Source: an optimization exercise on an open RTL-to-GDS flow (aim: small area). Production flows keep margins and buffers that such runs may drop. In this exercise RTL edits were held to simulation tests only and were not proved equivalent to the original. The clock port is modelled as an ideal driver, which makes a skipped or thinned clock tree look cheaper than it is; a real chip needs a root buffer or a tree.

rev 12:
// zone_color_detector
module zone_color_detector (
  input  logic        clk,
  input  logic        reset,
  input  logic        frame_start,
  input  logic        pix_valid,
  input  logic [15:0] pix_data,
  input  logic [4:0]  r_min,
  input  logic [5:0]  g_max,
  input  logic [4:0]  b_max,
  input  logic [4:0]  r_minus_g,
  input  logic [4:0]  r_minus_b,
  output logic [8:0]  zone_hit,
  output logic [3:0]  hit_count,
  output logic        result_valid,
  output logic        frame_abort
);
  localparam int SRW = zone_det_pkg::SRW;
  localparam int SGW = zone_det_pkg::SGW;
  logic [8:0] x_q, x_b, x_d;
  logic [7:0] y_q, y_b, y_d;
  logic       post, idle_st, comp, step, inc;
  logic [4:0] t_a, t_c, t_d, t_e;
  logic [5:0] t_g;
  logic [SRW-1:0] ra_q, rb_q, rc_q, ba_q, bb_q, bc_q;
  logic [SGW-1:0] ga_q, gb_q, gc_q;
  logic [SRW-1:0] r_sum, b_sum, op_r, op_b;
  logic [SGW-1:0] g_sum, op_g;
  logic           ci_r, ci_g, ci_b, co_r, co_g, co_b;
  logic       fail_q, seen_q;
  logic [8:0] pend_q, zone_hit_q;
  logic       result_valid_q, frame_abort_q;
  logic win_x, win_row, eval_row, idle_row, rot, clr, x_end;
  logic [3:0] blk;
  logic [4:0] off;
  logic       phase, r_sub;
  logic [4:0] r_thr;
  assign post    = (y_q[7:4] == 4'hF);           
  assign idle_st = post && x_q[1] && x_q[0];     
  assign comp    = post && x_q[1] && !x_q[0];    
  assign step    = pix_valid && !post;           
  assign inc     = pix_valid && (frame_start || !post) ||
                   (!frame_start && post && !(x_q[1] && x_q[0]));
  assign x_b     = frame_start ? 9'd0 : x_q;
  ...
Settings: LEC_CHECK=0, CAP_MARGIN=20, CORE_MARGIN=2, CORE_UTILIZATION=60, SLEW_MARGIN=20; clock period 10.0 ns.
standard.sh (not shown) runs the stock make flow with config.mk's settings and CLKGATE_MAP_FILE= SYNTH_SCRIPT=/design/flow/synth_recipe.tcl, a recipe that flattens the netlist after the stock synthesis.
==> flow/flow/run.sh <==
#!/bin/bash
# The standard layout (standard.sh), with these changes to how it is made:
#  - ports are buffered with sky130_fd_sc_hd__buf_1 instead of the resizer's
#    default choice;
#  - the clock tree is built by flow/clock_tree.tcl (a root buffer and one
#    buffer per cluster of flip-flops, each sized for its load) in place of
#    TritonCTS, which adds dummy loads and more buffers than needed.
# All tool output goes to standard.log (and ORFS's own logs under orfs/logs).
export BUFFER_PORTS_ARGS="-buffer_cell sky130_fd_sc_hd__buf_1"
export PRE_CTS_TCL="$(pwd)/flow/clock_tree.tcl"
export CT_NBUF=16 CT_SLEW=0.110 CT_ROOT=sky130_fd_sc_hd__clkbuf_8
bash standard.sh > standard.log 2>&1
Other scripts of this flow, unchanged in this note and not shown: flow/flow/clock_tree.tcl
diff inputs: rev 12 => rev 13
-- flow/design.v --
<<< rev 12, line 6
  localparam int SGW = 11;
endpackage
module zone_accum (
  input  logic [zone_det_pkg::SRW-1:0] r_q,
>>> rev 13, line 6
  localparam int SGW = 11;
endpackage
module zone_add #(
  parameter int W = 10
) (
  input  logic [W-1:0] a,
  input  logic [W-1:0] b,
  input  logic         ci,
  output logic [W-1:0] s,
  output logic         co
);
  logic [W:0] c;
  assign c[0] = ci;
  for (genvar i = 0; i < W; i++) begin : g_bit
    assign s[i]   = a[i] ^ b[i] ^ c[i];
    assign c[i+1] = (a[i] & b[i]) | (c[i] & (a[i] ^ b[i]));
  end
  assign co = c[W];
endmodule
module zone_accum (
  input  logic [zone_det_pkg::SRW-1:0] r_q,
<<< rev 12, line 23
  output logic                         co_b
);
  assign {co_r, r_d} = r_q + op_r + ci_r;
  assign {co_g, g_d} = g_q + op_g + ci_g;
  assign {co_b, b_d} = b_q + op_b + ci_b;
endmodule
module zone_color_detector (
>>> rev 13, line 40
  output logic                         co_b
);
  zone_add #(.W(zone_det_pkg::SRW)) u_r (.a(r_q), .b(op_r), .ci(ci_r), .s(r_d), .co(co_r));
  zone_add #(.W(zone_det_pkg::SGW)) u_g (.a(g_q), .b(op_g), .ci(ci_g), .s(g_d), .co(co_g));
  zone_add #(.W(zone_det_pkg::SRW)) u_b (.a(b_q), .b(op_b), .ci(ci_b), .s(b_d), .co(co_b));
endmodule
module zone_color_detector (
<<< rev 12, line 143
  end
  logic fail_d, seen_d;
  always_comb begin
    fail_d = fail_q;
>>> rev 13, line 160
  end
  logic fail_d, seen_d;
  logic [SRW:0] ge_rb, ge_rg;
  assign ge_rb[0] = 1'b1;
  assign ge_rg[0] = 1'b1;
  for (genvar i = 0; i < SRW; i++) begin : g_cmp
    assign ge_rb[i+1] = (ra_q[i] & ~ba_q[i]) | (ge_rb[i] & (ra_q[i] | ~ba_q[i]));
    assign ge_rg[i+1] = (ra_q[i] & ~ga_q[i+1]) | (ge_rg[i] & (ra_q[i] | ~ga_q[i+1]));
  end
  always_comb begin
    fail_d = fail_q;
<<< rev 12, line 153
      if (phase && blk == 4'd3 && !co_g) seen_d = 1'b1;
      if (eval_row && off == 5'd25) begin
        if (blk == 4'd0 && ra_q < ba_q) fail_d = 1'b1;
        if (blk == 4'd2 && ra_q < ga_q[SGW-1:1]) fail_d = 1'b1;
        if ((blk == 4'd1 || blk == 4'd3) && !seen_q) fail_d = 1'b1;
      end
>>> rev 13, line 177
      if (phase && blk == 4'd3 && !co_g) seen_d = 1'b1;
      if (eval_row && off == 5'd25) begin
        if (blk == 4'd0 && !ge_rb[SRW]) fail_d = 1'b1;
        if (blk == 4'd2 && !ge_rg[SRW]) fail_d = 1'b1;
        if ((blk == 4'd1 || blk == 4'd3) && !seen_q) fail_d = 1'b1;
      end
--- outcome ---
Rev 13 vs rev 12: number of rows created at floorplan down by a few percent
The final hold slack on rev 12 is in line with that on rev 13.
Rev 13 improves on rev 12 in net load switching power.
Of the two candidates, rev 12 has the better fmax and rev 13 the worse one.
Global-route wire length before repair down 5.2% in rev 13 wrt rev 12
From rev 13 to rev 12, antenna cell count did not move at all.
Share of cell area taken by muxes after synthesis in rev 13 vs rev 12: up 0.29 points
Rev 13 vs rev 12, via density per instance went up by 1.1%.
In the reports for rev 12 and rev 13, the larger routed length on met2 belongs to rev 12.
In every run of this note, the design's own scripts or RTL, not TritonCTS, make the clock network.

[separate check: timing with driven ports]
How much do the figures lean on ideal ports? The routed layouts below were timed once more, with nothing changed but the port constraints.
Step 1, drivers: a clkbuf_16 drives clk and a buf_2 each remaining input, both assumed.
Step 2 moves the port delays by t, midway between the first and last clock arrival at a register: inputs arrive t later, outputs are due t later. That takes back most of the time a late clock gives input paths.
a / b / c = ideal ports / drivers / drivers and shift; a / b = the first two.
run | shift t [ns] | slack for setup (ns) | worst setup path at the end | pins driven straight from the clock port
rev 12 | 0.491 | 3.881 / 3.894 / 3.403 | input to register | 1
rev 13 | 0.477 | 2.277 / 2.290 / 1.813 | input to register | 1
After both steps every run listed still meets setup and hold. The setup slack of rev 12, which loses most, moves by +0.013 ns with the drivers and by -0.478 ns with both steps.
